This design comes from an exercise in tuning for small area and a short achievable clock period on the open sky130 flow, not from production work. The RTL was checked by simulation tests, not by an equivalence proof against the original design. No activity file was given, so power comes from the tool's default toggle rates.

==> design/flow/design.v <==
package bps_pkg;
  localparam int RankBits    = 15;
  localparam int StepBits    = 17;
  localparam int BlockBits   = 16;
  localparam int LogBits     = 4;
  localparam int CfgIdxBits  = 1;
  localparam int CfgDataBits = 16;
endpackage
module bps_mod_a (
  input  logic [16:0] s,
  output logic [3:0]  u15,
  output logic [6:0]  t63,
  output logic [6:0]  z13,
  output logic [6:0]  y11
);
  logic [3:0] x1, y1, x2, y2, x3, y3, m1, m2, m3;
  logic [4:0] t15;
  logic [5:0] x6, y6, m6;
  logic [7:0] y13;
  always_comb begin
    x1 = s[3:0] ^ s[7:4] ^ s[11:8];
    m1 = (s[3:0] & s[7:4]) | (s[3:0] & s[11:8]) | (s[7:4] & s[11:8]);
    y1 = {m1[2:0], m1[3]};
    x2 = x1 ^ y1 ^ s[15:12];
    m2 = (x1 & y1) | (x1 & s[15:12]) | (y1 & s[15:12]);
    y2 = {m2[2:0], m2[3]};
    x3 = x2 ^ y2 ^ {3'b0, s[16]};
    m3 = (x2 & y2) | (x2 & {3'b0, s[16]}) | (y2 & {3'b0, s[16]});
    y3 = {m3[2:0], m3[3]};
    t15 = {1'b0, x3} + {1'b0, y3};
    u15 = t15[3:0] + {3'b0, t15[4]};
    x6 = s[5:0] ^ s[11:6] ^ {1'b0, s[16:12]};
    m6 = (s[5:0] & s[11:6]) | (s[5:0] & {1'b0, s[16:12]}) | (s[11:6] & {1'b0, s[16:12]});
    y6 = {m6[4:0], m6[5]};
    t63 = {1'b0, x6} + {1'b0, y6};
    y13 = {2'b0, s[5:0]} + {3'b0, s[16:12]} + {2'b0, ~s[11:6]};
    z13 = {1'b0, y13[5:0]} + {5'b0, ~y13[7:6]} + 7'd12;
    y11 = {2'b0, s[4:0]} + {2'b0, s[14:10]} + {2'b0, ~s[9:5]} + {5'b0, ~s[16:15]};
  end
endmodule
module bps_mod_b (
  input  logic [2:0] s_lo,
  input  logic [3:0] l,
  input  logic [3:0] u15,
  input  logic [6:0] t63,
  input  logic [6:0] z13,
  input  logic [6:0] y11,
  output logic [3:0] si
);
  logic [3:0] r15, r13, r11, r9;
  logic [2:0] r7, r5, a7, b7;
  logic [1:0] r3;
  logic [5:0] c13;
  logic [4:0] c11, d9;
  logic [5:0] z11;
  logic [3:0] e7;
  always_comb begin
    r15 = (u15 == 4'd15) ? 4'd0 : u15;
    case (r15)
      4'd0, 4'd3, 4'd6, 4'd9, 4'd12:   r3 = 2'd0;
      4'd1, 4'd4, 4'd7, 4'd10, 4'd13:  r3 = 2'd1;
      default:                         r3 = 2'd2;
    endcase
    case (r15)
      4'd0, 4'd5, 4'd10:  r5 = 3'd0;
      4'd1, 4'd6, 4'd11:  r5 = 3'd1;
      4'd2, 4'd7, 4'd12:  r5 = 3'd2;
      4'd3, 4'd8, 4'd13:  r5 = 3'd3;
      default:            r5 = 3'd4;
    endcase
    e7 = {1'b0, t63[2:0]} + {1'b0, t63[5:3]} + {3'b0, t63[6]};
    a7 = e7[2:0] + {2'b0, e7[3]};
    r7 = (a7 == 3'd7) ? 3'd0 : a7;
    d9 = {2'b0, t63[2:0]} + {4'b0, t63[6]} - {2'b0, t63[5:3]};
    r9 = d9[4] ? d9[3:0] + 4'd9 : ((d9[3:0] == 4'd9) ? 4'd0 : d9[3:0]);
    z11 = {1'b0, y11[4:0]} + {4'b0, ~y11[6:5]} + 6'd7;
    c13 = (z13 >= 7'd52) ? 6'(z13 - 7'd52) : z13[5:0];
    c13 = (c13 >= 6'd26) ? 6'(c13 - 6'd26) : c13;
    r13 = (c13 >= 6'd13) ? 4'(c13 - 6'd13) : c13[3:0];
    c11 = (z11 >= 6'd22) ? 5'(z11 - 6'd22) : z11[4:0];
    r11 = (c11 >= 5'd11) ? 4'(c11 - 5'd11) : c11[3:0];
    case (l)
      4'd2:    si = {3'b0, s_lo[0]};
      4'd3:    si = {2'b0, r3};
      4'd4:    si = {2'b0, s_lo[1:0]};
      4'd5:    si = {1'b0, r5};
      4'd6:    si = {2'b0, r3} + ((r3[0] ^ s_lo[0]) ? 4'd3 : 4'd0);
      4'd7:    si = {1'b0, r7};
      4'd8:    si = {1'b0, s_lo};
      4'd9:    si = r9;
      4'd10:   si = {1'b0, r5} + ((r5[0] ^ s_lo[0]) ? 4'd5 : 4'd0);
      4'd11:   si = r11;
      4'd12:   si = {2'b0, r3} + 4'd3 * {2'b0, 2'(2'd3 * (s_lo[1:0] - r3))};
      4'd13:   si = r13;
      4'd14:   si = {1'b0, r7} + ((r7[0] ^ s_lo[0]) ? 4'd7 : 4'd0);
      4'd15:   si = r15;
      default: si = 4'd0;
    endcase
  end
endmodule
module binomial_pipeline_schedule (
  input  logic                              clk_i,
  input  logic                              rst_ni,
  input  logic                              start_i,
  output logic                              busy_o,
  input  logic                              req_type_i,
  input  logic [bps_pkg::RankBits-1:0]      rank_i,
  input  logic [bps_pkg::StepBits-1:0]      step_i,
  input  logic                              cfg_we_i,
  input  logic [bps_pkg::CfgIdxBits-1:0]    cfg_idx_i,
  input  logic [bps_pkg::CfgDataBits-1:0]   cfg_wdata_i,
  output logic                              valid_o,
  output logic                              transfer_valid_o,
  output logic [bps_pkg::RankBits-1:0]      peer_rank_o,
  output logic [bps_pkg::BlockBits-1:0]     block_index_o,
  output logic [bps_pkg::StepBits-1:0]      forged_index_o
);
  assign busy_o = 1'b0;
  logic [3:0]  lx_q;
  logic [15:0] bx_q;
  logic        zb_q;
  always_ff @(posedge clk_i or negedge rst_ni) begin
    if (!rst_ni) begin
      lx_q <= 4'd0;
      bx_q <= 16'd0;
      zb_q <= 1'b0;
    end else if (cfg_we_i) begin
      if (cfg_idx_i == 1'b0) begin
        lx_q <= (cfg_wdata_i[3:0] == 4'd0) ? 4'd0 : cfg_wdata_i[3:0] ^ 4'd1;
      end else begin
        bx_q <= cfg_wdata_i ^ 16'd1;
        zb_q <= (cfg_wdata_i == 16'd0);
      end
    end
  end
  logic [3:0]  l_q;
  logic [15:0] b_q;
  logic        zb;
  logic [15:0] last;
  assign l_q  = lx_q ^ 4'd1;
  assign b_q  = bx_q ^ 16'd1;
  assign zb   = zb_q;
  assign last = zb ? 16'd0 : b_q - 16'd1;
  logic v1_q, v2_q, v3_q, v4_q, v5_q;
  always_ff @(posedge clk_i or negedge rst_ni) begin
    if (!rst_ni) begin
      v1_q    <= 1'b0;
      v2_q    <= 1'b0;
      v3_q    <= 1'b0;
      v4_q    <= 1'b0;
      v5_q    <= 1'b0;
      valid_o <= 1'b0;
    end else begin
      v1_q    <= start_i;
      v2_q    <= v1_q;
      v3_q    <= v2_q;
      v4_q    <= v3_q;
      v5_q    <= v4_q;
      valid_o <= v5_q;
    end
  end
  logic        req1_q, req2_q, req3_q;
  logic [14:0] rank1_q, rank2_q, rank3_q;
  logic [16:0] s1_q, s2_q, s3_q, s4_q;
  logic [3:0]  u15_d, u15_q;
  logic [6:0]  t63_d, t63_q, z13_d, z13_q;
  logic [6:0]  y11_d, y11_q;
  logic [3:0]  si3_d, si3_q, si4_q;
  bps_mod_a u_mod_a (
    .s   (s1_q),
    .u15 (u15_d),
    .t63 (t63_d),
    .z13 (z13_d),
    .y11 (y11_d)
  );
  bps_mod_b u_mod_b (
    .s_lo (s2_q[2:0]),
    .l    (l_q),
    .u15  (u15_q),
    .t63  (t63_q),
    .z13  (z13_q),
    .y11  (y11_q),
    .si   (si3_d)
  );
  always_ff @(posedge clk_i) begin
    req1_q  <= req_type_i;
    rank1_q <= rank_i;
    s1_q    <= step_i;
    req2_q  <= req1_q;
    rank2_q <= rank1_q;
    s2_q    <= s1_q;
    u15_q   <= u15_d;
    t63_q   <= t63_d;
    z13_q   <= z13_d;
    y11_q   <= y11_d;
    req3_q  <= req2_q;
    rank3_q <= rank2_q;
    s3_q    <= s2_q;
    si3_q   <= si3_d;
  end
  logic [14:0] onehot, above, below, other;
  logic        rot0, any_a, any_b;
  logic [3:0]  pa, pb;
  always_comb begin
    onehot = 15'd1 << si3_q;
    above  = '0;
    below  = '0;
    for (int j = 0; j < 15; j++) begin
      above[j] = rank3_q[j] && (4'(j) > si3_q);
      below[j] = rank3_q[j] && (4'(j) < si3_q);
    end
    other = rank3_q ^ onehot;
    rot0  = rank3_q[si3_q] ^ !req3_q;
    any_a = |above;
    any_b = |below;
    pa = 4'd0;
    for (int j = 14; j >= 0; j--) if (above[j]) pa = 4'(j);
    pb = 4'd0;
    for (int j = 14; j >= 0; j--) if (below[j]) pb = 4'(j);
  end
  logic        rot04_q, any_a4_q, any_b4_q;
  logic [3:0]  pa4_q, pb4_q;
  logic [14:0] peer4_q;
  always_ff @(posedge clk_i) begin
    rot04_q  <= rot0;
    any_a4_q <= any_a;
    any_b4_q <= any_b;
    pa4_q    <= pa;
    pb4_q    <= pb;
    peer4_q  <= other;
    si4_q    <= si3_q;
    s4_q     <= s3_q;
  end
  logic [4:0]  x, m, wrapx;
  logic [3:0]  idx, idxp, first, gc;
  logic        recv_nz, kill;
  logic [17:0] g, sl;
  always_comb begin
    x       = any_b4_q ? {1'b0, pb4_q} : {1'b0, si4_q};
    wrapx   = x + {1'b0, l_q};
    m       = (any_a4_q && ({1'b0, pa4_q} < wrapx)) ? {1'b0, pa4_q} : wrapx;
    idx     = 4'(m - {1'b0, si4_q});
    idxp    = rot04_q ? idx : 4'd0;
    first   = any_b4_q ? pb4_q : (rot04_q ? si4_q : pa4_q);
    recv_nz = rot04_q || any_a4_q || any_b4_q;
    g       = {2'b0, b_q} + {14'b0, l_q} + {1'b1, ~s4_q};
    kill    = g[17] || (g[16:0] == '0);
    gc      = (g[16:4] != '0) ? 4'd15 : g[3:0];
    sl      = {1'b0, s4_q} - {14'b0, l_q};
  end
  logic        pre5_q;
  logic [14:0] peer5_q;
  logic [3:0]  idxp5_q, gc5_q, first5_q;
  logic [17:0] sl5_q;
  always_ff @(posedge clk_i) begin
    pre5_q   <= recv_nz && !kill;
    peer5_q  <= peer4_q;
    idxp5_q  <= idxp;
    gc5_q    <= gc;
    first5_q <= first;
    sl5_q    <= sl;
  end
  logic [17:0] f, fd;
  logic [4:0]  d;
  logic        ok, clamp, eq;
  logic [15:0] blk, forged;
  always_comb begin
    f      = sl5_q + {14'b0, idxp5_q};
    d      = {1'b0, first5_q} - {1'b0, idxp5_q};
    fd     = {{13{d[4]}}, d};
    ok     = pre5_q && !f[17];
    clamp  = {1'b0, idxp5_q} > {1'b0, gc5_q} + {4'b0, zb};
    eq     = (sl5_q == fd);
    blk    = clamp ? last : f[15:0];
    forged = (clamp && !eq) ? last : f[15:0];
  end
  always_ff @(posedge clk_i) begin
    transfer_valid_o <= ok;
    peer_rank_o      <= ok ? peer5_q : '0;
    block_index_o    <= ok ? blk : '0;
    forged_index_o   <= {1'b0, ok ? forged : 16'd0};
  end
endmodule
==> design/flow/flow/run.sh <==
#!/bin/bash
# The standard ORFS layout with two changes: Yosys's adder-cell mapping is off, so that ABC
# maps the arithmetic together with the rest of the logic, and the port buffers are
# buf_2 cells. Registers and everything else as in standard.sh; each tool's output lands
# in orfs/logs, make's own output in make_finish.log.
set -euo pipefail
cd "$(dirname "$0")/.."
bash standard.sh ADDER_MAP_FILE= "BUFFER_PORTS_ARGS=-buffer_cell sky130_fd_sc_hd__buf_2" finish > make_finish.log 2>&1
==> design/flow/standard.sh <==
#!/bin/bash
# synth_recipe.tcl (not shown) runs the flow's synth.tcl, then flattens the netlist and writes it again
# the make line also repeats each setting of config.mk as NAME=value (left out here)
make -C /OpenROAD-flow-scripts/flow DESIGN_CONFIG=/design/flow/config.mk WORK_HOME=/design/flow/orfs CLKGATE_MAP_FILE= SYNTH_SCRIPT=/design/flow/synth_recipe.tcl "${@:-finish}"
==> design/flow/config.mk <==
export PLATFORM = sky130hd
export DESIGN_NAME = binomial_pipeline_schedule
export DESIGN_NICKNAME = binomial_pipeline_schedule
export VERILOG_FILES = /design/flow/design.v
export SDC_FILE = /design/flow/constraint.sdc
export NUM_CORES = 4
export LEC_CHECK = 0
export ABC_AREA = 1
export CAP_MARGIN = 20
export CORE_MARGIN = 2
export CORE_UTILIZATION = 40
export SETUP_SLACK_MARGIN = 4.4
export SLEW_MARGIN = 20
==> design/flow/constraint.sdc <==
create_clock -name core_clock -period 7.0 [get_ports {clk_i}]
set_input_delay 1.4000 -clock core_clock [delete_from_list [all_inputs] [get_ports {clk_i}]]
set_output_delay 1.4000 -clock core_clock [all_outputs]
set_load 0.01 [all_outputs]
==> results of run 1 <==
## registers in the layout, indices dropped and copies added (netlist names), 16 cells and up
signal	count
block_index_o	16
bx_q	16
forged_index_o	16
s1_q	17
s2_q	17
s3_q	17
s4_q	17
sl5_q	18
## final timing paths
path,slack [ps],start,to,depth (start not counted)
min in group asynchronous,850,rst_ni,bx_q[12]$_DFFE_PN0P_,1
setup reg to reg,4560,bx_q[12]$_DFFE_PN0P_,pre5_q$_DFF_P_,16
max in group asynchronous,5680,rst_ni,lx_q[0]$_DFFE_PN0P_,1
hold reg to reg,320,s3_q[2]$_DFF_P_,s4_q[2]$_DFF_P_,0
hold / removal,320,s3_q[2]$_DFF_P_,s4_q[2]$_DFF_P_,0
setup / recovery,4510,valid_o$_DFF_PN0_,valid_o,1
## report_power, final
group | switching (W) | leakage (nW) | internal, W
registers | 0.000213 | 2.57 | 0.00196
logic | 0.00164 | 5.54 | 0.000867
clock network | 0.000690 | 0.500 | 0.000916
total | 0.00254 | 8.61 | 0.00375
## layer usage
metal / part of all wire, % / vias to the layer above / routed length (um) / track usage [%]
met2: 44 / 318 / 15800 / 29.8
met4: 2.7 / 0 / 954 / 5.03
li1: - / 6888 / - / -
met5: 0 / - / 0 / 0
met1: 48 / 5779 / 16900 / 25.1
met3: 5.2 / 54 / 1840 / 2.68
## cells in the final DEF, fill, tap and decap left out, types with 7 or more instances in the layout
cell / netlist / routed
dfrtp_1: 27 / 18
nand2_1: 655 / 635
nand3_2: 7 / 15
dfxtp_2: 0 / 9
nand2_2: 6 / 25
inv_2: 7 / 9
dfxtp_1: 269 / 254
buf_2: 4 / 102
a21oi_1: 82 / 79
a211oi_1: 7 / 7
clkbuf_16: 0 / 33
o21ai_1: 8 / 13
nor3_1: 10 / 9
nand3_1: 167 / 159
nand4_1: 27 / 27
xnor2_1: 23 / 23
dfrtp_2: 0 / 9
o211ai_1: 7 / 7
clkinv_2: 0 / 7
nor4_1: 12 / 12
nor2_1: 220 / 202
nor2_4: 5 / 11
o21ai_0: 98 / 90
nor2_2: 7 / 19
buf_4: 7 / 13
inv_1: 285 / 279
xor2_1: 67 / 64
## per-stage QoR
stage | instances | worst slack, ps
2_1_floorplan | 2101 | 4870
3_3_place_gp | 2639 | 4370
3_5_place_dp | 2639 | 4300
4_1_cts | 2695 | 4440
5_1_grt | 2708 | 4340
6_report | 2708 | 4510
## what timing repair did
| item | CTS | global route |
|---|---|---|
| gates resized for setup | 4 | 118 |
| setup buffers | 0 | 12 |
| endpoints found under the setup margin | 17 | 52 |
| gates cloned | 0 | 1 |
| pin swaps | 0 | 17 |
## kinds of logic (layout without fill, tap and decap cells)
kind of cell / after synthesis / in the layout / synth area share, %
XOR/XNOR: 91 / 91 / 5.61
other: 1 / 2 / 0.0261
AND/OR/NAND/NOR: 1146 / 1146 / 33.8
buffers and inverters: 318 / 464 / 8.55
flip-flops: 296 / 296 / 42.2
AO/OA/AOI/OAI: 247 / 247 / 9.70
adder cells (fa/ha/maj): 1 / 1 / 0.0698
## cell type report
cell class / count / area (um^2)
timing repair inverter: 1 / 7.51
timing repair buffer: 115 / 608
inverter: 292 / 1110
sequential: 296 / 6110
clock inverter: 17 / 153
fill: 3516 / 18800
tap: 461 / 577
multi-input combinational: 1487 / 7310
clock buffer: 39 / 858
==> metrics.yaml, run 1 <==
gp_congestion: 0.892
placed_area_mm2: 0.0153
critPathArrivalTime_ps: 1090
worstPathCellList: "buf_2"
fin_util_pct: 47.2
required_ps: 5600
dpl.hpwl_mm: 27.9
crit_slowest_cell: "dfrtp_1"
rsz0062_at_grt: "yes"
critPathMaxFanout: 1
synth_edf_count: 0
grt_pass1_wl_mm: 57.0
firstDrtPassIters: 5
drc_errors: 0
die_y_um: 193
syn_to_final_growth_pct: 16.6
fin_hold_ws_ps: 319
die_area_mm2: 0.0374
outcome: "no timing/DRC/antenna violations"
start_kind: "register"
hold_viol: 0
fin_area_mm2: 0.0167
fmax_ghz: 0.402
path_buf_inv: 1
slew_viol_final: 0
grt_max_degree: 43
core-area_mm2: 0.0355
synth_area_leaders: "dfxtp_1, nand2_1, inv_1, nand3_1, nor2_1"
tritoncts: "built"
critical_path.top_delay_family: "flip-flops"
ys_ff_latch: 296
rows: 69
setup_viol: 0
power_w: 0.00629
worst_pin_slew_ps: 818
wire_per_inst_um: 13.1
syn_avg_cell_area_um2: 6.83
gr-usage-all-layers_pct: 18.2
yosysMostFrequentCell: "nand2_1"
p_leak_nw: 8.61
clock_path_buffers: 3
synth.distinct_cells: 55
nets: 2278
tns_ps: 0
synth.top_cell.area_share_pct: 37.5
power_density_mw_per_mm2: 376
netlist_instances: 2100
port_buffers: 102
netlist_area_mm2: 0.0144
yosys-top-cells-count: "nand2_1, inv_1, dfxtp_1"
htreeDepth: 1
clk_latency_ps: 580
postRouteAntennaNets: 0
fin_skew_ps: 9.11
finalCriticalPeriod_ps: 2490
grt_pass1_vias: 11700
synthArstFlopShare_pct: 9.12
clock_sinks: 296
hold_path_class: "register to register"
drive_gt1_share_pct: 13.6
path_clk_slew_ps: 70
synth_ff_type: "dfxtp_1"
relSlewSlack_pct: 45.3
yosys.area.top_type: "dfxtp_1"
antenna_found_initial: 0
path_class: "register to output pin"
maxCapViolations: 0
timing.final.crit_share_pct: 35.5
floorplan.initialDensity_pct: 40.4
diodes: 0
cts_made_buffers: 31
ys_seq_area_share_pct: 42.2
viasPerCell: 4.81
ir_worst_vdd_v: 0.000235
fp.dieW_um: 193
holdBufCountCts: 0
yosys_warnings: 3
grt_overflow: 0
max_stage_delay_ps: 370
io_pins: 105
cts-root-buf: "clkbuf_16"
vias: 13000
routed_wl_mm: 35.4
initialDrtViolationCount: 778
critPathCaptureType: "output pin"
==> inputs of run 2 (changes only) <==
--- a/design/flow/config.mk
+++ b/design/flow/config.mk
@@ -9,5 +9,6 @@
 export CAP_MARGIN = 20
 export CORE_MARGIN = 2
 export CORE_UTILIZATION = 40
+export PLACE_DENSITY = 0.75
 export SETUP_SLACK_MARGIN = 4.4
 export SLEW_MARGIN = 20
==> metrics.yaml, run 2 <==
outcome: "no timing/DRC/antenna violations"
final_common_cell: "nand2_1"
initialDrtViolationCount: 811  # +4.2%
drive_gt1_share_pct: 13.0  # -0.58 points
power.switching_w: 0.00259  # +1.9%
yosys.area.top_type: "dfxtp_1"
multi_input_area_mm2: 0.00728  # -0.51%
synth_edf_count: 0  # unchanged
synth.distinct_cells: 55  # unchanged
hold_path_class: "register to register"
start_kind: "register"
syn_avg_cell_area_um2: 6.83  # unchanged
cellInternalPower_w: 0.00387  # +3.3%
clk_latency_ps: 540  # -40 ps
min_path_cells: 0  # unchanged
power_density_mw_per_mm2: 385  # +2.3%
critPathCaptureType: "register"
diodes: 0  # unchanged
seqCellArea_mm2: 0.00611  # about the same
grt_max_degree: 43  # unchanged
pwr-share-seq_pct: 33.6  # -1.0 points
antenna_found_initial: 0  # unchanged
ir_worst_vdd_v: 0.000249  # +5.8%
clock_path_buffers: 3  # unchanged
power.share.clock_pct: 27.1  # +1.6 points
finalNonFillerCells: 2709  # +0.037%
synth_area_leaders: "dfxtp_1, nand2_1, inv_1, nand3_1, nor2_1"
core-area_mm2: 0.0355  # unchanged
io_pins: 105  # unchanged
yosysMostFrequentCell: "nand2_1"
hold_viol: 0  # unchanged
viasPerCell: 4.91  # +2.0%
critical_path.top_delay_family: "simple AND/OR/NAND/NOR gates"
netlist_instances: 2100  # unchanged
setup_viol: 0  # unchanged
fmax_ghz: 0.409  # +1.7%
gp_congestion: 0.960  # +7.6%
p_leak_nw: 8.66  # +0.52%
clock_sinks: 296  # unchanged
vias: 13300  # +2.0%
rsz0062_at_grt: "yes"
dpl.hpwl_mm: 28.1  # +0.78%
cts-root-buf: "clkbuf_16"
fin_skew_ps: 18.1  # +8.98 ps
cp.depth: 12  # +11
routed_wl_mm: 36.0  # +1.7%
slew_viol_final: 0  # unchanged
floorplan.initialDensity_pct: 40.4  # unchanged
required_ps: 7470  # +1870 ps
cts_made_buffers: 34  # +9.7%
yosys_warnings: 3  # unchanged
holdBufCountCts: 0  # unchanged
grt_pass1_wl_mm: 58.4  # +2.5%
grt_pass1_vias: 12300  # +4.8%
die_area_mm2: 0.0374  # unchanged
tns_ps: 0  # unchanged
final_cell_mix: "nand2_1, inv_1, dfxtp_1"
path_buf_inv: 1  # unchanged
path_class: "register to register"
nets: 2279  # +0.044%
ys_seq_area_share_pct: 42.2  # unchanged
critPathMaxFanout: 5  # +4
critPathArrivalTime_ps: 2910  # +1820 ps
yosys-top-cells-count: "nand2_1, inv_1, dfxtp_1"
sw_frac_of_total_pct: 40.1  # -0.32 points
fillers: 3550  # +0.97%
wire_per_inst_um: 13.3  # +1.7%
dpl.cell_count: 2639  # unchanged
path_clk_slew_ps: 60  # about the same
max_stage_delay_ps: 460  # +90 ps
fin_hold_ws_ps: 311  # -7.77 ps
synth.top_cell.area_share_pct: 37.5  # unchanged
fp.dieW_um: 193  # unchanged
dp_slack_ps: 4200  # -96.1 ps
synthArstFlopShare_pct: 9.12  # unchanged
worst_slack_ps: 4560  # +42.3 ps
relSlewSlack_pct: 55.4  # +10 points
regMostFlops: "sl5_q"
die_y_um: 193  # unchanged
syn_to_final_growth_pct: 17.0
htreeDepth: 2  # +1
maxCapViolations: 0  # unchanged
pwr-share-comb_pct: 39.2  # -0.7 points
fin_util_pct: 47.3  # +0.17 points
gr-usage-all-layers_pct: 18.8  # +0.52 points
ys_ff_latch: 296  # unchanged
finalCriticalPeriod_ps: 2440  # -42.3 ps
netlist_area_mm2: 0.0144  # unchanged
synth_ff_type: "dfxtp_1"
rows: 69  # unchanged
drc_errors: 0  # unchanged
reg2regPathDepth: 12  # -4
worstPathCellList: "nor3_2, nand2_1, nor2_1, inv_1, nor2_2, nand2_1, nor2_4, nand3_1, nor2_1, o21ai_1, or2_1, a21oi_1"
crit_slowest_cell: "dfrtp_2"
timing.final.crit_share_pct: 34.9  # -0.60 points
port_buffers: 102  # unchanged
grt_overflow: 0  # unchanged
r2r_setup_slack_ps: 4560  # about the same
firstDrtPassIters: 5  # unchanged
worst_pin_slew_ps: 669  # -149 ps
largest_reg_flops: 18  # unchanged
tritoncts: "built"
postRouteAntennaNets: 0  # unchanged
## run 2: path summary, 6_finish.rpt
check,from,endpoint
min,rank1_q[2]$_DFF_P_,rank2_q[2]$_DFF_P_
min reg2reg,rank1_q[2]$_DFF_P_,rank2_q[2]$_DFF_P_
max,bx_q[1]$_DFFE_PN0P_,forged_index_o[14]$_SDFF_PN0_
max reg2reg,bx_q[1]$_DFFE_PN0P_,forged_index_o[14]$_SDFF_PN0_
max in group asynchronous,rst_ni,lx_q[3]$_DFFE_PN0P_
min in group asynchronous,rst_ni,bx_q[13]$_DFFE_PN0P_
## run 2: what timing repair did
item                       4_1_cts  5_1_grt
cloned                           0        1
pin swaps                        1        5
setup endpoints to repair       17       51
gates resized for setup          5      102
setup buffers                    0       10
## run 2: cells by family after synthesis
logic type	Yosys count	share of synthesized area [%]
DFF	296	42.2
other	1	0.0261
AOI/OAI and AO/OA	247	9.70
buffers and inverters	318	8.55
and+or+nand+nor	1146	33.8
xor gates and xnor gates	91	5.61
adders and majority gates	1	0.0698
## run 2: metal layers
| layer | routed length, um | vias up | track usage, % |
|---|---|---|---|
| met5 | 0 | - | 0 |
| met4 | 972 | 0 | 7.10 |
| met3 | 2080 | 63 | 3.31 |
| met2 | 16700 | 374 | 31.4 |
| met1 | 16300 | 5998 | 24.1 |
| li1 | - | 6869 | - |
## run 2: power groups by stage
| stage | registers, W | clock network [W] | logic (W) |
|---|---|---|---|
| 3_5_place_dp | 0.00221 | 0 | 0.00238 |
| 4_1_cts | 0.00217 | 0.00179 | 0.00239 |
| 6_report | 0.00217 | 0.00175 | 0.00254 |
| 5_1_grt | 0.00221 | 0.00186 | 0.00289 |
| 3_3_place_gp | 0.00220 | 0 | 0.00230 |
| 2_1_floorplan | 0.00215 | 0 | 0.00186 |
## run 2: metrics by stage
| step | instance area (um^2) | power (W) |
|---|---|---|
| CTS | 16400 | 0.00635 |
| detailed placement | 15300 | 0.00459 |
| floorplan | 14400 | 0.00400 |
| global route | 16800 | 0.00696 |
| global placement | 15300 | 0.00450 |
| finish | 16800 | 0.00646 |
## run 2: final cells by class
type | count | area share [%]
clock buffer | 47 | 5.96
sequential | 296 | 36.4
timing repair buffer | 113 | 3.55
tap | 461 | 3.43
inverter | 292 | 6.56
timing repair inverter | 1 | 0.0447
clock inverter | 12 | 0.730
multi-input combinational | 1487 | 43.3
==> inputs of run 3 (changes only) <==
--- a/design/flow/config.mk
+++ b/design/flow/config.mk
@@ -9,6 +9,6 @@
 export CAP_MARGIN = 20
 export CORE_MARGIN = 2
 export CORE_UTILIZATION = 40
-export PLACE_DENSITY = 0.75
 export SETUP_SLACK_MARGIN = 4.4
 export SLEW_MARGIN = 20
+export TNS_END_PERCENT = 20
==> metrics.yaml, run 3 <==
r2r_setup_slack_ps: 4490  # -60 ps
tns_ps: 0  # unchanged
rsz0062_at_grt: "yes"
postRouteAntennaNets: 0  # unchanged
yosys_warnings: 3  # unchanged
ys_seq_area_share_pct: 42.2  # unchanged
routed_wl_mm: 35.4  # -1.7%
diodes: 0  # unchanged
clock_path_buffers: 3  # unchanged
critPathMaxFanout: 11  # +6
outcome: "no timing/DRC/antenna violations"
critPathCaptureType: "register"
core-area_mm2: 0.0355  # unchanged
synthAdderAreaFrac_pct: 0.0698  # unchanged
fillers: 3526  # -0.68%
drive_gt1_share_pct: 12.8  # -0.24 points
grt_pass1_wl_mm: 57.0  # -2.4%
synth.distinct_cells: 55  # unchanged
cts-root-buf: "clkbuf_16"
netlist_instances: 2100  # unchanged
synth_top_family_by_area: "simple AND/OR/NAND/NOR gates"
syn_to_final_growth_pct: 16.0
clock_sinks: 296  # unchanged
grt_pass1_vias: 11700  # -4.6%
syn_avg_cell_area_um2: 6.83  # unchanged
initialDrtViolationCount: 737  # -9.1%
clk_latency_ps: 580  # +40 ps
antenna_found_initial: 0  # unchanged
viasPerCell: 4.84  # -1.4%
start_kind: "register"
ys_ff_latch: 296  # unchanged
yosys-top-cells-count: "nand2_1, inv_1, dfxtp_1"
final_common_cell: "nand2_1"
setup_viol: 0  # unchanged
synth_edf_count: 0  # unchanged
gr-usage-all-layers_pct: 18.2  # -0.52 points
power_density_mw_per_mm2: 375  # -2.5%
tritoncts: "built"
fin_area_mm2: 0.0166  # -0.86%
wire_per_inst_um: 13.1  # -1.5%
fp.dieW_um: 193  # unchanged
hold_viol: 0  # unchanged
finalCriticalPeriod_ps: 2510  # +61.2 ps
synth_compound_area_share_pct: 9.70  # unchanged
grt_max_degree: 43  # unchanged
required_ps: 7450  # -20 ps
yosys.area_share.simple_pct: 33.8  # unchanged
reg2regPathDepth: 16  # +4
nets: 2274  # -0.22%
holdBufCountCts: 0  # unchanged
dpl.hpwl_mm: 27.9  # -0.77%
largest_reg_flops: 18  # unchanged
vias: 13100  # -1.6%
fin_skew_ps: 11.3  # -6.79 ps
yosys.area.top_type: "dfxtp_1"
netlist_area_mm2: 0.0144  # unchanged
grt_overflow: 0  # unchanged
rows: 69  # unchanged
die_y_um: 193  # unchanged
final_cell_mix: "nand2_1, inv_1, dfxtp_1"
fmax_ghz: 0.399  # -2.4%
synthArstFlopShare_pct: 9.12  # unchanged
startpoint: "lx_q[0]$_DFFE_PN0P_"
maxCapViolations: 0  # unchanged
r2r-start: "lx_q[0]$_DFFE_PN0P_"
path_class: "register to register"
timing.final.crit_share_pct: 35.8  # +0.87 points
slew_viol_final: 0  # unchanged
critPathArrivalTime_ps: 2960  # +50 ps
ir_worst_vdd_v: 0.000235  # -5.7%
hold_path_class: "register to register"
htreeDepth: 1  # -1
die_area_mm2: 0.0374  # unchanged
worstSetupEndpoint: "sl5_q[16]$_DFF_P_"
synth.area.mux_share_pct: 0  # unchanged
synth.top_cell.area_share_pct: 37.5  # unchanged
cts_made_buffers: 31  # -8.8%
p_leak_nw: 8.58  # -0.90%
synth_area_leaders: "dfxtp_1, nand2_1, inv_1, nand3_1, nor2_1"
worstReg2RegEnd: "sl5_q[16]$_DFF_P_"
relSlewSlack_pct: 47.7  # -7.7 points
gp_congestion: 0.892  # -7.1%
port_buffers: 102  # unchanged
floorplan.initialDensity_pct: 40.4  # unchanged
regMostFlops: "sl5_q"
worst_pin_slew_ps: 782  # +113 ps
placed_area_mm2: 0.0153  # unchanged
synth_xor_area_share_pct: 5.61  # unchanged
path_clk_slew_ps: 70  # about the same
synth_ff_type: "dfxtp_1"
fin_hold_ws_ps: 319  # +7.62 ps
io_pins: 105  # unchanged
firstDrtPassIters: 5  # unchanged
yosysMostFrequentCell: "nand2_1"
drc_errors: 0  # unchanged
[run 3: metal layers]
layer | GRT usage [%] | routed length, um | up-vias
li1 | - | - | 6880
met3 | 2.68 | 1950 | 58
met2 | 29.8 | 15700 | 343
met1 | 25.1 | 16800 | 5810
met5 | 0 | 0 | -
met4 | 5.03 | 953 | 0
[run 3: where the power goes]
group | switching [W] | internal, W
combinational | 0.00162 | 0.000846
sequential | 0.000209 | 0.00196
clock | 0.000692 | 0.000917
total | 0.00252 | 0.00373
[run 3: how the worst min path moves through the flow]
stage | from | endpoint | slack, ps | cells past startpoint
2_1_floorplan | peer4_q[0]$_DFF_P_ | peer5_q[0]$_DFF_P_ | 310 | 0
3_3_place_gp | s2_q[9]$_DFF_P_ | s3_q[9]$_DFF_P_ | 310 | 0
3_5_place_dp | rank1_q[7]$_DFF_P_ | rank2_q[7]$_DFF_P_ | 310 | 0
4_1_cts | req1_q$_DFF_P_ | req2_q$_DFF_P_ | 320 | 0
5_1_grt | req1_q$_DFF_P_ | req2_q$_DFF_P_ | 330 | 0
6_report | req1_q$_DFF_P_ | req2_q$_DFF_P_ | 320 | 0
[run 3: kinds of logic (layout without fill, tap and decap cells)]
family	count (synthesis)	in the layout
buffers and inverters	318	460
other	1	2
xor gates and xnor gates	91	91
DFF	296	296
and+or+nand+nor	1146	1146
adders and majority gates	1	1
AOI/OAI and AO/OA	247	247
[run 3: worst max-delay path, cell delays in order, from the launching register on]
cell,delay [ps]
dfrtp_2,480
nor2_1,200
nor3_2,90
or2_1,240
nand2_1,100
nand2_2,90
nor2_4,110
nand3_2,100
nor2_2,130
nand2_2,100
nor2_4,110
nand2_2,90
inv_2,70
nand2_4,50
nor2_4,100
nand3_2,130
xor2_2,190
[run 3: repair_timing]
item / CTS / global route
endpoints found under the setup margin: 17 / 52
gates cloned: 0 / 1
gates resized for setup: 4 / 100
pin swaps: 0 / 10
setup buffers: 0 / 8
[run 3: final cells by class]
type,count,area [um^2],area share (%)
clock buffers,39,858,5.16
clock inverters,17,153,0.917
inverters,292,1100,6.64
multi-input cells,1487,7260,43.6
flip-flops and latches,296,6110,36.7
well taps,461,577,3.46
repair buffers,111,578,3.47
repair inverters,1,7.51,0.0451
[run 3: through the flow]
step | setup slack [ps] | total power [W] | util [%] | cells
after detailed placement | 4300 | 0.00457 | 43.2 | 2639
after global routing | 4320 | 0.00677 | 46.9 | 2704
after floorplan | 4870 | 0.00400 | - | 2101
final | 4490 | 0.00625 | 46.9 | 2704
after CTS | 4440 | 0.00620 | 46.1 | 2695
after global placement | 4370 | 0.00453 | 43.2 | 2639
==> inputs of run 4 (changes only) <==
--- a/design/flow/config.mk
+++ b/design/flow/config.mk
@@ -11,4 +11,4 @@
 export CORE_UTILIZATION = 40
 export SETUP_SLACK_MARGIN = 4.4
 export SLEW_MARGIN = 20
-export TNS_END_PERCENT = 20
+export TNS_END_PERCENT = 50
==> metrics.yaml, run 4 <==
outcome: "no timing/DRC/antenna violations"
io_pins: 105  # unchanged
path_class: "register to output pin"
grt_pass1_wl_mm: 57.0  # unchanged
p_leak_nw: 8.61  # +0.34%
ir_worst_vdd_v: 0.000235  # about the same
slew_viol_final: 0  # unchanged
dpl.hpwl_mm: 27.9  # unchanged
grt_overflow: 0  # unchanged
core-area_mm2: 0.0355  # unchanged
floorplan.initialDensity_pct: 40.4  # unchanged
die_area_mm2: 0.0374  # unchanged
yosys-top-cells-count: "nand2_1, inv_1, dfxtp_1"
worst_pin_slew_ps: 783  # +0.434 ps
rows: 69  # unchanged
power_density_mw_per_mm2: 375  # about the same
clk_latency_ps: 580  # about the same
multi_input_area_mm2: 0.00730  # +0.47%
sw_frac_of_total_pct: 40.4  # about the same
hold_path_class: "register to register"
syn_avg_cell_area_um2: 6.83  # unchanged
cts-root-buf: "clkbuf_16"
synth.distinct_cells: 55  # unchanged
fillers: 3514  # -0.34%
synth.top_cell.area_share_pct: 37.5  # unchanged
final_common_cell: "nand2_1"
routed_wl_mm: 35.4  # about the same
hold_viol: 0  # unchanged
vias: 13100  # -0.069%
required_ps: 5600  # -1850 ps
nets: 2277  # +0.13%
tns_ps: 0  # unchanged
tritoncts: "built"
firstDrtPassIters: 5  # unchanged
ys_ff_latch: 296  # unchanged
path_buf_inv: 1  # unchanged
power_w: 0.00627  # +0.30%
die_y_um: 193  # unchanged
netlist_area_mm2: 0.0144  # unchanged
timing.final.crit_share_pct: 35.5  # -0.28 points
fmax_ghz: 0.402  # +0.78%
syn_to_final_growth_pct: 16.4
netlist_instances: 2100  # unchanged
yosys.area.top_type: "dfxtp_1"
synthArstFlopShare_pct: 9.12  # unchanged
synth_area_leaders: "dfxtp_1, nand2_1, inv_1, nand3_1, nor2_1"
crit_slowest_cell: "dfrtp_1"
yosys_warnings: 3  # unchanged
critPathCaptureType: "output pin"
cts_made_buffers: 31  # unchanged
grt_pass1_vias: 11700  # unchanged
fp.dieW_um: 193  # unchanged
clock_path_buffers: 3  # unchanged
rsz0062_at_grt: "yes"
placed_area_mm2: 0.0153  # unchanged
ys_seq_area_share_pct: 42.2  # unchanged
initialDrtViolationCount: 762  # +3.4%
critical_path.top_delay_family: "flip-flops"
maxCapViolations: 0  # unchanged
diodes: 0  # unchanged
fin_skew_ps: 9.53  # -1.77 ps
worstPathCellList: "buf_2"
fin_area_mm2: 0.0167  # +0.35%
gp_congestion: 0.892  # unchanged
power.share.clock_pct: 25.6  # about the same
synth_ff_type: "dfxtp_1"
start_kind: "register"
viasPerCell: 4.83  # -0.18%
final_cell_mix: "nand2_1, inv_1, dfxtp_1"
postRouteAntennaNets: 0  # unchanged
critPathArrivalTime_ps: 1090  # -1870 ps
drive_gt1_share_pct: 13.4  # +0.56 points
finalCriticalPeriod_ps: 2490  # -19.3 ps
largest_reg_flops: 18  # unchanged
regMostFlops: "sl5_q"
drc_errors: 0  # unchanged
port_buffers: 102  # unchanged
path_clk_slew_ps: 70  # about the same
relSlewSlack_pct: 47.6  # about the same
power.switching_w: 0.00253  # +0.37%
grt_max_degree: 43  # unchanged
gr-usage-all-layers_pct: 18.2  # unchanged
wire_per_inst_um: 13.1  # about the same
critPathMaxFanout: 1  # -10
antenna_found_initial: 0  # unchanged
clock_sinks: 296  # unchanged
synth_edf_count: 0  # unchanged
max_stage_delay_ps: 370  # -110 ps
seqCellArea_mm2: 0.00611  # unchanged
pwr-share-seq_pct: 34.7  # about the same
pwr-share-comb_pct: 39.6  # about the same
yosysMostFrequentCell: "nand2_1"
setup_viol: 0  # unchanged
cellInternalPower_w: 0.00374  # +0.24%
htreeDepth: 1  # unchanged
==> run 4: cell types whose count changed in the layout (fill, tap and decap cells not counted), sizes merged <==
cell	change
buf	+3
==> run 4: power groups by stage <==
stage | combinational, W | clock (W) | sequential (W)
after floorplan | 0.00186 | 0 | 0.00215
after global placement | 0.00232 | 0 | 0.00220
after detailed placement | 0.00236 | 0 | 0.00221
after CTS | 0.00237 | 0.00166 | 0.00217
after global routing | 0.00286 | 0.00172 | 0.00221
final | 0.00248 | 0.00161 | 0.00218
==> run 4: final cells by class <==
type / count / share of cell area [%]
Multi-Input combinational cell: 1487 / 43.7
Sequential cell: 296 / 36.5
Inverter: 292 / 6.63
Clock buffer: 39 / 5.14
Timing Repair Buffer: 114 / 3.59
Tap cell: 461 / 3.45
Clock inverter: 17 / 0.914
Timing Repair inverter: 1 / 0.0449
==> run 4: kinds of logic (layout without fill, tap and decap cells) <==
family,after synthesis,in the layout,synth area share [%]
AOI/OAI and AO/OA,247,247,9.70
xor gates and xnor gates,91,91,5.61
adders and majority gates,1,1,0.0698
buffers and inverters,318,463,8.55
DFF,296,296,42.2
other,1,2,0.0261
and+or+nand+nor,1146,1146,33.8
==> run 4: worst paths after layout <==
check,from,endpoint,slack (ps),cells after the start
setup / recovery,valid_o$_DFF_PN0_,valid_o,4510,1
hold / removal,s3_q[2]$_DFF_P_,s4_q[2]$_DFF_P_,320,0
setup reg to reg,lx_q[0]$_DFFE_PN0P_,sl5_q[16]$_DFF_P_,4540,16
hold reg to reg,s3_q[2]$_DFF_P_,s4_q[2]$_DFF_P_,320,0
max in group asynchronous,rst_ni,lx_q[0]$_DFFE_PN0P_,5680,1
min in group asynchronous,rst_ni,v1_q$_DFF_PN0_,850,1
==> run 4: repair_timing <==
item                                    CTS  global route
pin swaps                                 0            12
endpoints found under the setup margin   17            52
buffers inserted                          0            11
hold endpoints to repair                  0             0
gates resized for setup                   4           112
hold buffers                              0             0
cloned                                    0             1
==> run 4: per-stage QoR <==
step	utilization [%]	cells	hold slack, ps	setup WS, ps
2_1_floorplan	-	2101	310	4870
3_3_place_gp	43.2	2639	310	4370
3_5_place_dp	43.2	2639	312	4300
4_1_cts	46.1	2695	318	4440
5_1_grt	47.1	2707	327	4340
6_report	47.1	2707	319	4510
==> run 4: layer usage <==
| metal | vias to the layer above | GRT usage (%) | share of wire [%] |
|---|---|---|---|
| met2 | 346 | 29.8 | 45 |
| met3 | 52 | 2.68 | 5.1 |
| met4 | 0 | 5.03 | 2.5 |
| li1 | 6891 | - | - |
| met5 | - | 0 | 0 |
| met1 | 5793 | 25.1 | 48 |
==> inputs of run 5 (changes only) <==
--- a/design/flow/config.mk
+++ b/design/flow/config.mk
@@ -9,6 +9,6 @@
 export CAP_MARGIN = 20
 export CORE_MARGIN = 2
 export CORE_UTILIZATION = 40
+export CTS_CLUSTER_SIZE = 25
 export SETUP_SLACK_MARGIN = 4.4
 export SLEW_MARGIN = 20
-export TNS_END_PERCENT = 50
==> metrics.yaml, run 5 <==
cts-root-buf: "clkbuf_16"
tritoncts: "built"
p_leak_nw: 8.61  # about the same
fin_skew_ps: 9.11  # -0.424 ps
required_ps: 5600  # about the same
grt_pass1_wl_mm: 57.0  # unchanged
cts_made_buffers: 31  # unchanged
syn_avg_cell_area_um2: 6.83  # unchanged
synthArstFlopShare_pct: 9.12  # unchanged
dpl.cell_count: 2639  # unchanged
fin_util_pct: 47.2  # +0.071 points
relSlewSlack_pct: 45.3  # -2.4 points
slew_viol_final: 0  # unchanged
initialDrtViolationCount: 778  # +2.1%
firstDrtPassIters: 5  # unchanged
port_buffers: 102  # unchanged
crit_slowest_cell: "dfrtp_1"
critPathArrivalTime_ps: 1090  # about the same
setup_viol: 0  # unchanged
drc_errors: 0  # unchanged
yosysMostFrequentCell: "nand2_1"
critPathMaxFanout: 1  # unchanged
finalNonFillerCells: 2708  # +0.037%
min_from: "s3_q[2]$_DFF_P_"
ys_seq_area_share_pct: 42.2  # unchanged
dpl.hpwl_mm: 27.9  # unchanged
core-area_mm2: 0.0355  # unchanged
synth_ff_type: "dfxtp_1"
regMostFlops: "sl5_q"
fmax_ghz: 0.402  # about the same
start_kind: "register"
fillers: 3516  # +0.057%
seqCellArea_mm2: 0.00611  # unchanged
die_y_um: 193  # unchanged
yosys_warnings: 3  # unchanged
viasPerCell: 4.81  # -0.37%
worstSetupEndpoint: "valid_o"
reg2regPathDepth: 16  # unchanged
worstReg2RegEnd: "pre5_q$_DFF_P_"
finalCriticalPeriod_ps: 2490  # +0.330 ps
clock_path_buffers: 3  # unchanged
final_cell_mix: "nand2_1, inv_1, dfxtp_1"
netlist_instances: 2100  # unchanged
postRouteAntennaNets: 0  # unchanged
yosys-top-cells-count: "nand2_1, inv_1, dfxtp_1"
final_common_cell: "nand2_1"
htreeDepth: 1  # unchanged
ir_worst_vdd_v: 0.000235  # +0.28%
gp_congestion: 0.892  # unchanged
diodes: 0  # unchanged
critical_path.top_delay_family: "flip-flops"
rsz0062_at_grt: "yes"
syn_to_final_growth_pct: 16.6
io_pins: 105  # unchanged
gr-usage-all-layers_pct: 18.2  # unchanged
path_class: "register to output pin"
timing.final.crit_share_pct: 35.5  # about the same
vias: 13000  # -0.33%
largest_reg_flops: 18  # unchanged
startpoint: "valid_o$_DFF_PN0_"
yosys.area.top_type: "dfxtp_1"
clock_sinks: 296  # unchanged
path_clk_slew_ps: 70  # about the same
outcome: "no timing/DRC/antenna violations"
wire_per_inst_um: 13.1  # about the same
synth.top_cell.area_share_pct: 37.5  # unchanged
critPathCaptureType: "output pin"
r2r-start: "bx_q[12]$_DFFE_PN0P_"
worst_pin_slew_ps: 818  # +35.5 ps
fp.dieW_um: 193  # unchanged
cp.depth: 1  # unchanged
ys_ff_latch: 296  # unchanged
floorplan.initialDensity_pct: 40.4  # unchanged
power_density_mw_per_mm2: 376  # +0.27%
synth_area_leaders: "dfxtp_1, nand2_1, inv_1, nand3_1, nor2_1"
clk_latency_ps: 580  # about the same
worstPathCellList: "buf_2"
hold_viol: 0  # unchanged
path_buf_inv: 1  # unchanged
grt_max_degree: 43  # unchanged
tns_ps: 0  # unchanged
routed_wl_mm: 35.4  # about the same
grt_pass1_vias: 11700  # unchanged
r2r_setup_slack_ps: 4560  # +20 ps
synth_edf_count: 0  # unchanged
grt_overflow: 0  # unchanged
nets: 2278  # +0.044%
max_stage_delay_ps: 370  # about the same
holdBufCountCts: 0  # unchanged
hold_path_class: "register to register"
maxCapViolations: 0  # unchanged
synth.distinct_cells: 55  # unchanged
rows: 69  # unchanged
netlist_area_mm2: 0.0144  # unchanged
die_area_mm2: 0.0374  # unchanged
multi_input_area_mm2: 0.00731  # +0.24%
drive_gt1_share_pct: 13.6  # +0.26 points
antenna_found_initial: 0  # unchanged
-- run 5: per-stage QoR --
stage | setup WS (ps) | area [um^2] | power, W | hold slack (ps)
2_1_floorplan | 4870 | 14400 | 0.00400 | 310
3_3_place_gp | 4370 | 15300 | 0.00453 | 310
3_5_place_dp | 4300 | 15300 | 0.00457 | 312
4_1_cts | 4440 | 16300 | 0.00620 | 318
5_1_grt | 4340 | 16700 | 0.00681 | 327
6_report | 4510 | 16700 | 0.00629 | 319
-- run 5: logic make-up (layout without fill, tap and decap cells) --
kind of cell             count (synthesis)  after routing  share of synthesized area (%)
XOR/XNOR                                91             91                           5.61
other                                    1              2                         0.0261
adder cells (fa/ha/maj)                  1              1                         0.0698
AND/OR/NAND/NOR                       1146           1146                           33.8
flip-flops                             296            296                           42.2
buffers and inverters                  318            464                           8.55
AO/OA/AOI/OAI                          247            247                           9.70
-- run 5: worst min path at each step --
stage | end | slack (ps) | cells after the start
detailed placement | rank2_q[7]$_DFF_P_ | 310 | 0
global route | req2_q$_DFF_P_ | 330 | 0
global placement | s3_q[9]$_DFF_P_ | 310 | 0
floorplan | peer5_q[0]$_DFF_P_ | 310 | 0
finish | s4_q[2]$_DFF_P_ | 320 | 0
CTS | req2_q$_DFF_P_ | 320 | 0
-- run 5: cell type report --
type | count | area share, %
multi-input cells | 1487 | 43.7
flip-flops and latches | 296 | 36.5
inverters | 292 | 6.62
clock buffers | 39 | 5.13
repair buffers | 115 | 3.63
well taps | 461 | 3.45
clock inverters | 17 | 0.912
repair inverters | 1 | 0.0449
-- run 5: report_power, final --
| group | switching (W) | internal [W] | leakage (nW) |
|---|---|---|---|
| sequential | 0.000213 | 0.00196 | 2.57 |
| combinational | 0.00164 | 0.000867 | 5.54 |
| clock | 0.000690 | 0.000916 | 0.500 |
-- run 5: layer usage --
layer,up-vias,global-route usage (%),share of wire [%]
met1,5779,25.1,48
met3,54,2.68,5.2
met5,-,0,0
li1,6888,-,-
met4,0,5.03,2.7
met2,318,29.8,44
-- run 5: repair_timing --
action                                  CTS  global route
pin swaps                                 0            17
buffers inserted                          0            12
gates resized for setup                   4           118
endpoints found under the setup margin   17            52
hold endpoints to repair                  0             0
gates cloned                              0             1
==> inputs of run 6 (changes only) <==
--- a/design/flow/config.mk
+++ b/design/flow/config.mk
@@ -9,6 +9,5 @@
 export CAP_MARGIN = 20
 export CORE_MARGIN = 2
 export CORE_UTILIZATION = 40
-export CTS_CLUSTER_SIZE = 25
-export SETUP_SLACK_MARGIN = 4.4
+export SETUP_SLACK_MARGIN = 4.5
 export SLEW_MARGIN = 20
==> metrics.yaml, run 6 <==
outcome: "no timing/DRC/antenna violations"
setup_viol: 0  # unchanged
htreeDepth: 1  # unchanged
yosys-top-cells-count: "nand2_1, inv_1, dfxtp_1"
slew_viol_final: 0  # unchanged
synth.distinct_cells: 55  # unchanged
dpl.hpwl_mm: 27.9  # unchanged
worst_pin_slew_ps: 659  # -159 ps
viasPerCell: 4.83  # +0.39%
ys_ff_latch: 296  # unchanged
hold_path_class: "register to register"
initialDrtViolationCount: 716  # -8.0%
netlist_instances: 2100  # unchanged
timing.final.crit_share_pct: 35.5  # about the same
floorplan.initialDensity_pct: 40.4  # unchanged
dp_slack_ps: 4300  # unchanged
netlist_area_mm2: 0.0144  # unchanged
worstPathCellList: "buf_2"
rsz0062_at_grt: "yes"
max_stage_delay_ps: 370  # about the same
required_ps: 5600  # about the same
path_clk_slew_ps: 60  # about the same
wl_met1_mm: 16.9  # about the same
maxCapViolations: 0  # unchanged
min_to: "req2_q$_DFF_P_"
rows: 69  # unchanged
fin_hold_ws_ps: 318  # -0.582 ps
wl_met2_mm: 16.3  # +3.5%
synth.top_cell.area_share_pct: 37.5  # unchanged
clock_sinks: 296  # unchanged
grt_pass1_wl_mm: 57.1  # +0.17%
top_layer: "met4"
relSlewSlack_pct: 56.1  # +11 points
r2r_setup_slack_ps: 4620  # +60 ps
io_pins: 105  # unchanged
synth_ff_type: "dfxtp_1"
fin_skew_ps: 11.3  # +2.24 ps
cts_made_buffers: 31  # unchanged
p_leak_nw: 8.70  # +1.0%
synthArstFlopShare_pct: 9.12  # unchanged
clock_path_buffers: 3  # unchanged
grt_pass1_vias: 11700  # +0.15%
gp_congestion: 0.892  # unchanged
path_class: "register to output pin"
diodes: 0  # unchanged
firstDrtPassIters: 5  # unchanged
ir_worst_vdd_v: 0.000234  # -0.42%
critPathArrivalTime_ps: 1090  # about the same
critPathMaxFanout: 1  # unchanged
die_y_um: 193  # unchanged
tritoncts: "built"
hold_viol: 0  # unchanged
gr-usage-all-layers_pct: 18.3  # +0.034 points
synth_edf_count: 0  # unchanged
holdBufCountCts: 0  # unchanged
final_cell_mix: "nand2_1, inv_1, dfxtp_1"
wire_per_inst_um: 13.2  # +0.89%
routed_wl_mm: 35.9  # +1.3%
finalCriticalPeriod_ps: 2490  # -1.94 ps
final_common_cell: "nand2_1"
fin_util_pct: 48.2  # +1.1 points
yosys_warnings: 3  # unchanged
synth_area_leaders: "dfxtp_1, nand2_1, inv_1, nand3_1, nor2_1"
dpl.cell_count: 2639  # unchanged
tns_ps: 0  # unchanged
crit_slowest_cell: "dfrtp_1"
clk_latency_ps: 580  # about the same
grt_overflow: 0  # unchanged
largest_reg_flops: 18  # unchanged
path_buf_inv: 1  # unchanged
critPathCaptureType: "output pin"
regMostFlops: "sl5_q"
start_kind: "register"
syn_to_final_growth_pct: 19.3
antenna_found_initial: 0  # unchanged
vias: 13100  # +0.84%
worst_slack_ps: 4520  # +1.94 ps
power_density_mw_per_mm2: 375  # -0.26%
syn_avg_cell_area_um2: 6.83  # unchanged
grt_max_degree: 43  # unchanged
cts-root-buf: "clkbuf_16"
postRouteAntennaNets: 0  # unchanged
fmax_ghz: 0.402  # about the same
yosys.area.top_type: "dfxtp_1"
min_from: "req1_q$_DFF_P_"
critical_path.top_delay_family: "flip-flops"
min_path_cells: 0  # unchanged
r2r-start: "lx_q[0]$_DFFE_PN0P_"
drc_errors: 0  # unchanged
reg2regPathDepth: 16  # unchanged
nets: 2290  # +0.53%
ys_seq_area_share_pct: 42.2  # unchanged
finalNonFillerCells: 2720  # +0.44%
core-area_mm2: 0.0355  # unchanged
drive_gt1_share_pct: 17.4  # +3.8 points
worstReg2RegEnd: "sl5_q[16]$_DFF_P_"
yosysMostFrequentCell: "nand2_1"
port_buffers: 102  # unchanged
met3RoutedLength_mm: 1.84  # +0.27%
fp.dieW_um: 193  # unchanged
die_area_mm2: 0.0374  # unchanged
-- run 6: how the worst max path moves through the flow --
stage	cells after the start	endpoint	slack, ps	startpoint
global placement	17	pre5_q$_DFF_P_	4370	lx_q[1]$_DFFE_PN0P_
finish	1	valid_o	4520	valid_o$_DFF_PN0_
detailed placement	17	pre5_q$_DFF_P_	4300	lx_q[1]$_DFFE_PN0P_
CTS	1	valid_o	4480	valid_o$_DFF_PN0_
global route	21	idxp5_q[3]$_SDFF_PN0_	4420	any_b4_q$_DFF_P_
floorplan	17	pre5_q$_DFF_P_	4870	lx_q[1]$_DFFE_PN0P_
-- run 6: worst reg2reg max path, stage by stage, from the launching register on --
cell and delay, ps:
dfrtp_2 470, nor2_2 160, nor3_2 70, or2_1 230, nand2_1 90, nand2_2 80, nor2_4 130, nand3_4 100
nor2_4 100, nand2_2 90, nor2_4 110, nand2_2 80, inv_2 70, nand2_4 50, nor2_4 120, nand3_4 100
xor2_2 180
-- run 6: timing repair --
action / in CTS / in global routing
pin swaps: 0 / 32
resized for setup: 14 / 206
cloned: 1 / 0
hold endpoints to repair: 0 / 0
setup buffers: 0 / 24
endpoints found under the setup margin: 32 / 58
-- run 6: power breakdown --
part           leakage [nW]  switching (W)  internal, W  total [W]
Combinational          5.63        0.00171     0.000919    0.00263
Sequential             2.57       0.000216      0.00196    0.00218
Clock                 0.500       0.000691     0.000916    0.00161
Total                  8.70        0.00262      0.00380    0.00642
-- run 6: kinds of logic (layout without fill, tap and decap cells) --
logic type / count (synthesis) / count (layout) / synth area share [%]
compound gates: 247 / 247 / 9.70
xor+xnor: 91 / 91 / 5.61
buf+inv: 318 / 476 / 8.55
fa+ha+maj: 1 / 1 / 0.0698
simple gates: 1146 / 1146 / 33.8
flops: 296 / 296 / 42.2
other cells: 1 / 2 / 0.0261
-- run 6: layout make-up --
cell class | instances | area (um^2)
clock buffer | 39 | 858
clock inverter | 17 | 153
fill | 3504 | 18400
inverter | 292 | 1110
multi-input combinational | 1487 | 7570
sequential | 296 | 6130
tap | 461 | 577
timing repair buffer | 127 | 702
timing repair inverter | 1 | 7.51
-- run 6: layer usage --
| metal | GRT usage (%) | vias to the layer above |
|---|---|---|
| li1 | - | 6906 |
| met1 | 25.1 | 5860 |
| met2 | 29.9 | 325 |
| met3 | 2.68 | 57 |
| met4 | 5.09 | 0 |
| met5 | 0 | - |
-- run 6: through the flow --
stage / total power, W / cell area, um^2
floorplan: 0.00400 / 14400
global placement: 0.00453 / 15300
detailed placement: 0.00457 / 15300
CTS: 0.00620 / 16400
global route: 0.00694 / 17100
finish: 0.00642 / 17100
==> inputs of run 7 (changes only) <==
--- a/design/flow/config.mk
+++ b/design/flow/config.mk
@@ -11,3 +11,4 @@
 export CORE_UTILIZATION = 40
 export SETUP_SLACK_MARGIN = 4.5
 export SLEW_MARGIN = 20
+export TNS_END_PERCENT = 50
==> metrics.yaml, run 7 <==
outcome: "no timing/DRC/antenna violations"
relSlewSlack_pct: 55.4  # -0.69 points
floorplan.initialDensity_pct: 40.4  # unchanged
worstPathCellList: "buf_2"
slew_viol_final: 0  # unchanged
required_ps: 5600  # about the same
ys_seq_area_share_pct: 42.2  # unchanged
port_buffers: 102  # unchanged
antenna_found_initial: 0  # unchanged
tritoncts: "built"
ir_worst_vdd_v: 0.000234  # about the same
crit_slowest_cell: "dfrtp_1"
grt_overflow: 0  # unchanged
routed_wl_mm: 35.8  # -0.18%
placed_area_mm2: 0.0153  # unchanged
critPathMaxFanout: 1  # unchanged
regMostFlops: "sl5_q"
hold_viol: 0  # unchanged
synth.top_cell.area_share_pct: 37.5  # unchanged
fin_skew_ps: 10.5  # -0.822 ps
yosys-top-cells-count: "nand2_1, inv_1, dfxtp_1"
largest_reg_flops: 18  # unchanged
fin_area_mm2: 0.0171  # -0.31%
tns_ps: 0  # unchanged
netlist_area_mm2: 0.0144  # unchanged
maxCapViolations: 0  # unchanged
yosys_warnings: 3  # unchanged
path_buf_inv: 1  # unchanged
max_stage_delay_ps: 370  # about the same
io_pins: 105  # unchanged
dpl.hpwl_mm: 27.9  # unchanged
firstDrtPassIters: 5  # unchanged
yosys.area_share.simple_pct: 33.8  # unchanged
cts_made_buffers: 31  # unchanged
fin_util_pct: 48.1  # -0.15 points
nets: 2289  # -0.044%
worst_pin_slew_ps: 667  # +7.92 ps
yosysMostFrequentCell: "nand2_1"
synth_xor_area_share_pct: 5.61  # unchanged
gp_congestion: 0.892  # unchanged
die_y_um: 193  # unchanged
synthAdderAreaFrac_pct: 0.0698  # unchanged
die_area_mm2: 0.0374  # unchanged
dpl.cell_count: 2639  # unchanged
finalNonFillerCells: 2719  # -0.037%
gr-usage-all-layers_pct: 18.3  # about the same
yosys.area.top_type: "dfxtp_1"
synth.area.mux_share_pct: 0  # unchanged
critPathCaptureType: "output pin"
ys_ff_latch: 296  # unchanged
netlist_instances: 2100  # unchanged
grt_max_degree: 43  # unchanged
synth_edf_count: 0  # unchanged
synth.distinct_cells: 55  # unchanged
holdBufCountCts: 0  # unchanged
wire_per_inst_um: 13.2  # -0.14%
synth_area_leaders: "dfxtp_1, nand2_1, inv_1, nand3_1, nor2_1"
timing.final.crit_share_pct: 35.5  # about the same
fp.dieW_um: 193  # unchanged
fmax_ghz: 0.403  # about the same
syn_avg_cell_area_um2: 6.83  # unchanged
synthArstFlopShare_pct: 9.12  # unchanged
rsz0062_at_grt: "yes"
worst_slack_ps: 4520  # +1.25 ps
rows: 69  # unchanged
viasPerCell: 4.81  # -0.44%
initialDrtViolationCount: 736  # +2.8%
final_common_cell: "nand2_1"
critPathArrivalTime_ps: 1080  # about the same
dp_slack_ps: 4300  # unchanged
postRouteAntennaNets: 0  # unchanged
hold_path_class: "register to register"
setup_viol: 0  # unchanged
synth_top_family_by_area: "simple AND/OR/NAND/NOR gates"
path_class: "register to output pin"
core-area_mm2: 0.0355  # unchanged
path_clk_slew_ps: 60  # about the same
grt_pass1_wl_mm: 57.1  # about the same
clock_path_buffers: 3  # unchanged
htreeDepth: 1  # unchanged
cts-root-buf: "clkbuf_16"
start_kind: "register"
clk_latency_ps: 580  # about the same
vias: 13100  # -0.48%
p_leak_nw: 8.69  # -0.13%
critical_path.top_delay_family: "flip-flops"
diodes: 0  # unchanged
synth_compound_area_share_pct: 9.70  # unchanged
clock_sinks: 296  # unchanged
drive_gt1_share_pct: 17.1  # -0.35 points
synth_ff_type: "dfxtp_1"
grt_pass1_vias: 11700  # +0.0085%
syn_to_final_growth_pct: 18.9
final_cell_mix: "nand2_1, inv_1, dfxtp_1"
drc_errors: 0  # unchanged
finalCriticalPeriod_ps: 2480  # -1.25 ps
power_density_mw_per_mm2: 376  # +0.17%
-- run 7: cell counts after synthesis --
Identical to the previous run, type by type.
-- run 7: worst paths after layout --
check	depth (start not counted)	slack (ps)	start	end
hold reg to reg	0	320	req1_q$_DFF_P_	req2_q$_DFF_P_
max in group asynchronous	1	5690	rst_ni	lx_q[2]$_DFFE_PN0P_
setup / recovery	1	4520	valid_o$_DFF_PN0_	valid_o
min in group asynchronous	1	840	rst_ni	bx_q[12]$_DFFE_PN0P_
setup reg to reg	16	4580	lx_q[0]$_DFFE_PN0P_	sl5_q[16]$_DFF_P_
hold / removal	0	320	req1_q$_DFF_P_	req2_q$_DFF_P_
-- run 7: stage by stage --
step	power, W	hold WS (ps)
2_1_floorplan	0.00400	310
3_3_place_gp	0.00453	310
3_5_place_dp	0.00457	312
4_1_cts	0.00620	318
5_1_grt	0.00693	326
6_report	0.00641	320
-- run 7: cell type report --
class                           count  area, um^2
Fill cell                        3511       18400
Multi-Input combinational cell   1487        7530
Sequential cell                   296        6130
Inverter                          292        1110
Clock buffer                       39         858
Timing Repair Buffer              126         694
Tap cell                          461         577
Clock inverter                     17         153
Timing Repair inverter              1        7.51
-- run 7: routing by layer --
metal | vias up | wire, um | part of all wire (%) | track usage, %
met4 | 0 | 850 | 2.4 | 5.09
met2 | 309 | 16300 | 45 | 29.9
li1 | 6913 | - | - | -
met5 | - | 0 | 0 | 0
met1 | 5808 | 16900 | 47 | 25.1
met3 | 55 | 1810 | 5.0 | 2.68
-- run 7: cells by family (layout without fill, tap and decap cells) --
group,Yosys count,count (layout)
buffers and inverters,318,475
AND/OR/NAND/NOR,1146,1146
XOR/XNOR,91,91
AO/OA/AOI/OAI,247,247
other,1,2
adder cells (fa/ha/maj),1,1
flip-flops,296,296
-- run 7: where the power goes --
group	internal, W	total [W]	switching (W)
combinational	0.000915	0.00262	0.00170
sequential	0.00196	0.00218	0.000216
clock	0.000917	0.00161	0.000692
-- run 7: timing repair --
action	in CTS	in global routing
setup endpoints to repair	32	58
cloned	1	0
buffers inserted	0	23
gates resized for setup	9	197
endpoints found under the hold margin	0	0
pin swaps	0	31
==> inputs of run 8 (changes only) <==
--- a/design/flow/config.mk
+++ b/design/flow/config.mk
@@ -9,6 +9,5 @@
 export CAP_MARGIN = 20
 export CORE_MARGIN = 2
 export CORE_UTILIZATION = 40
-export SETUP_SLACK_MARGIN = 4.5
+export SETUP_SLACK_MARGIN = 4.3
 export SLEW_MARGIN = 20
-export TNS_END_PERCENT = 50
==> metrics.yaml, run 8 <==
postRouteAntennaNets: 0  # unchanged
power_density_mw_per_mm2: 376  # about the same
finalCriticalPeriod_ps: 2510  # +22.4 ps
largest_reg_flops: 18  # unchanged
viasPerCell: 4.82  # +0.22%
hold_viol: 0  # unchanged
worstReg2RegEnd: "forged_index_o[4]$_SDFF_PN0_"
die_y_um: 193  # unchanged
min_to: "s4_q[2]$_DFF_P_"
netlist_area_mm2: 0.0144  # unchanged
gp_congestion: 0.892  # unchanged
dp_slack_ps: 4300  # unchanged
critPathMaxFanout: 15  # +14
drive_gt1_share_pct: 11.3  # -5.8 points
p_leak_nw: 8.55  # -1.6%
yosys-top-cells-count: "nand2_1, inv_1, dfxtp_1"
critPathArrivalTime_ps: 2960  # +1880 ps
syn_to_final_growth_pct: 14.9
yosys.area.top_type: "dfxtp_1"
vias: 13000  # -0.52%
synth_edf_count: 0  # unchanged
fin_hold_ws_ps: 319  # -0.444 ps
outcome: "no timing/DRC/antenna violations"
synth.top_cell.area_share_pct: 37.5  # unchanged
grt_pass1_vias: 11700  # -0.32%
synth.distinct_cells: 55  # unchanged
grt_max_degree: 43  # unchanged
io_pins: 105  # unchanged
worst_slack_ps: 4490  # -22.4 ps
regMostFlops: "sl5_q"
grt_pass1_wl_mm: 57.0  # -0.28%
tns_ps: 0  # unchanged
nets: 2269  # -0.87%
floorplan.initialDensity_pct: 40.4  # unchanged
hold_path_class: "register to register"
tritoncts: "built"
min_path_cells: 0  # unchanged
fp.dieW_um: 193  # unchanged
holdBufCountCts: 0  # unchanged
port_buffers: 102  # unchanged
r2r_setup_slack_ps: 4490  # -90 ps
r2r-start: "idxp5_q[0]$_SDFF_PN0_"
clock_sinks: 296  # unchanged
fin_skew_ps: 9.71  # -0.808 ps
antenna_found_initial: 0  # unchanged
diodes: 0  # unchanged
routed_wl_mm: 35.2  # -1.7%
ys_ff_latch: 296  # unchanged
die_area_mm2: 0.0374  # unchanged
synth_area_leaders: "dfxtp_1, nand2_1, inv_1, nand3_1, nor2_1"
rows: 69  # unchanged
ys_seq_area_share_pct: 42.2  # unchanged
path_class: "register to register"
synth_ff_type: "dfxtp_1"
cts_made_buffers: 31  # unchanged
syn_avg_cell_area_um2: 6.83  # unchanged
grt_overflow: 0  # unchanged
cts-root-buf: "clkbuf_16"
ir_worst_vdd_v: 0.000235  # +0.11%
worst_pin_slew_ps: 772  # +105 ps
firstDrtPassIters: 5  # unchanged
yosysMostFrequentCell: "nand2_1"
core-area_mm2: 0.0355  # unchanged
min_from: "s3_q[2]$_DFF_P_"
timing.final.crit_share_pct: 35.8  # +0.32 points
drc_errors: 0  # unchanged
path_clk_slew_ps: 70  # about the same
yosys_warnings: 3  # unchanged
dpl.cell_count: 2639  # unchanged
maxCapViolations: 0  # unchanged
critPathCaptureType: "register"
-- run 8: worst max-delay path by stage --
stage / startpoint / to / depth (start not counted)
after global routing: lx_q[3]$_DFFE_PN0P_ / pre5_q$_DFF_P_ / 16
after CTS: zb_q$_DFFE_PN0P_ / forged_index_o[4]$_SDFF_PN0_ / 12
after global placement: lx_q[1]$_DFFE_PN0P_ / pre5_q$_DFF_P_ / 17
after floorplan: lx_q[1]$_DFFE_PN0P_ / pre5_q$_DFF_P_ / 17
final: idxp5_q[0]$_SDFF_PN0_ / forged_index_o[4]$_SDFF_PN0_ / 13
after detailed placement: lx_q[1]$_DFFE_PN0P_ / pre5_q$_DFF_P_ / 17
-- run 8: kinds of logic (layout without fill, tap and decap cells) --
family	count (synthesis)	in the layout	synth area share (%)
AND/OR/NAND/NOR	1146	1146	33.8
buffers and inverters	318	455	8.55
flip-flops	296	296	42.2
AO/OA/AOI/OAI	247	247	9.70
XOR/XNOR	91	91	5.61
adder cells (fa/ha/maj)	1	1	0.0698
other	1	2	0.0261
-- run 8: critical path: stages (launching register included) --
cell and delay [ps]:
dfxtp_1 420, inv_1 60, nor2_1 150, inv_1 50, a21boi_0 290, nand2_1 120
nand3_1 150, a32o_1 160, o211a_1 150, nand3_1 80, nand2_2 190, clkinvlp_4 270
o21ai_0 230, nor2_1 50
-- run 8: report_power, final --
| part | internal (W) | switching, W | leakage [nW] |
|---|---|---|---|
| clock | 0.000916 | 0.000689 | 0.500 |
| sequential | 0.00196 | 0.000209 | 2.58 |
| combinational | 0.000827 | 0.00159 | 5.47 |
| total | 0.00371 | 0.00249 | 8.55 |
-- run 8: final cells by class --
| cell class | instances | area (um^2) |
|---|---|---|
| clock inverters | 17 | 153 |
| flip-flops and latches | 296 | 6090 |
| multi-input cells | 1487 | 7160 |
| repair buffers | 107 | 548 |
| well taps | 461 | 577 |
| inverters | 292 | 1100 |
| clock buffers | 39 | 858 |
| fillers | 3547 | 19000 |
-- run 8: what timing repair did --
action,CTS,global route
endpoints found under the setup margin,2,44
buffers inserted,0,4
gates resized for setup,1,58
hold endpoints to repair,0,0
pin swaps,0,3
-- run 8: per-layer routing --
metal	GRT usage [%]	part of all wire, %
met1	25.2	48
met2	29.8	44
met3	2.60	5.5
met4	5.00	2.6
met5	0	0
-- run 8: through the flow --
step	cell area, um^2	power (W)	util [%]
after floorplan	14400	0.00400	-
after global placement	15300	0.00453	43.2
after detailed placement	15300	0.00457	43.2
after CTS	16300	0.00620	46.0
after global routing	16500	0.00672	46.5
final	16500	0.00620	46.5
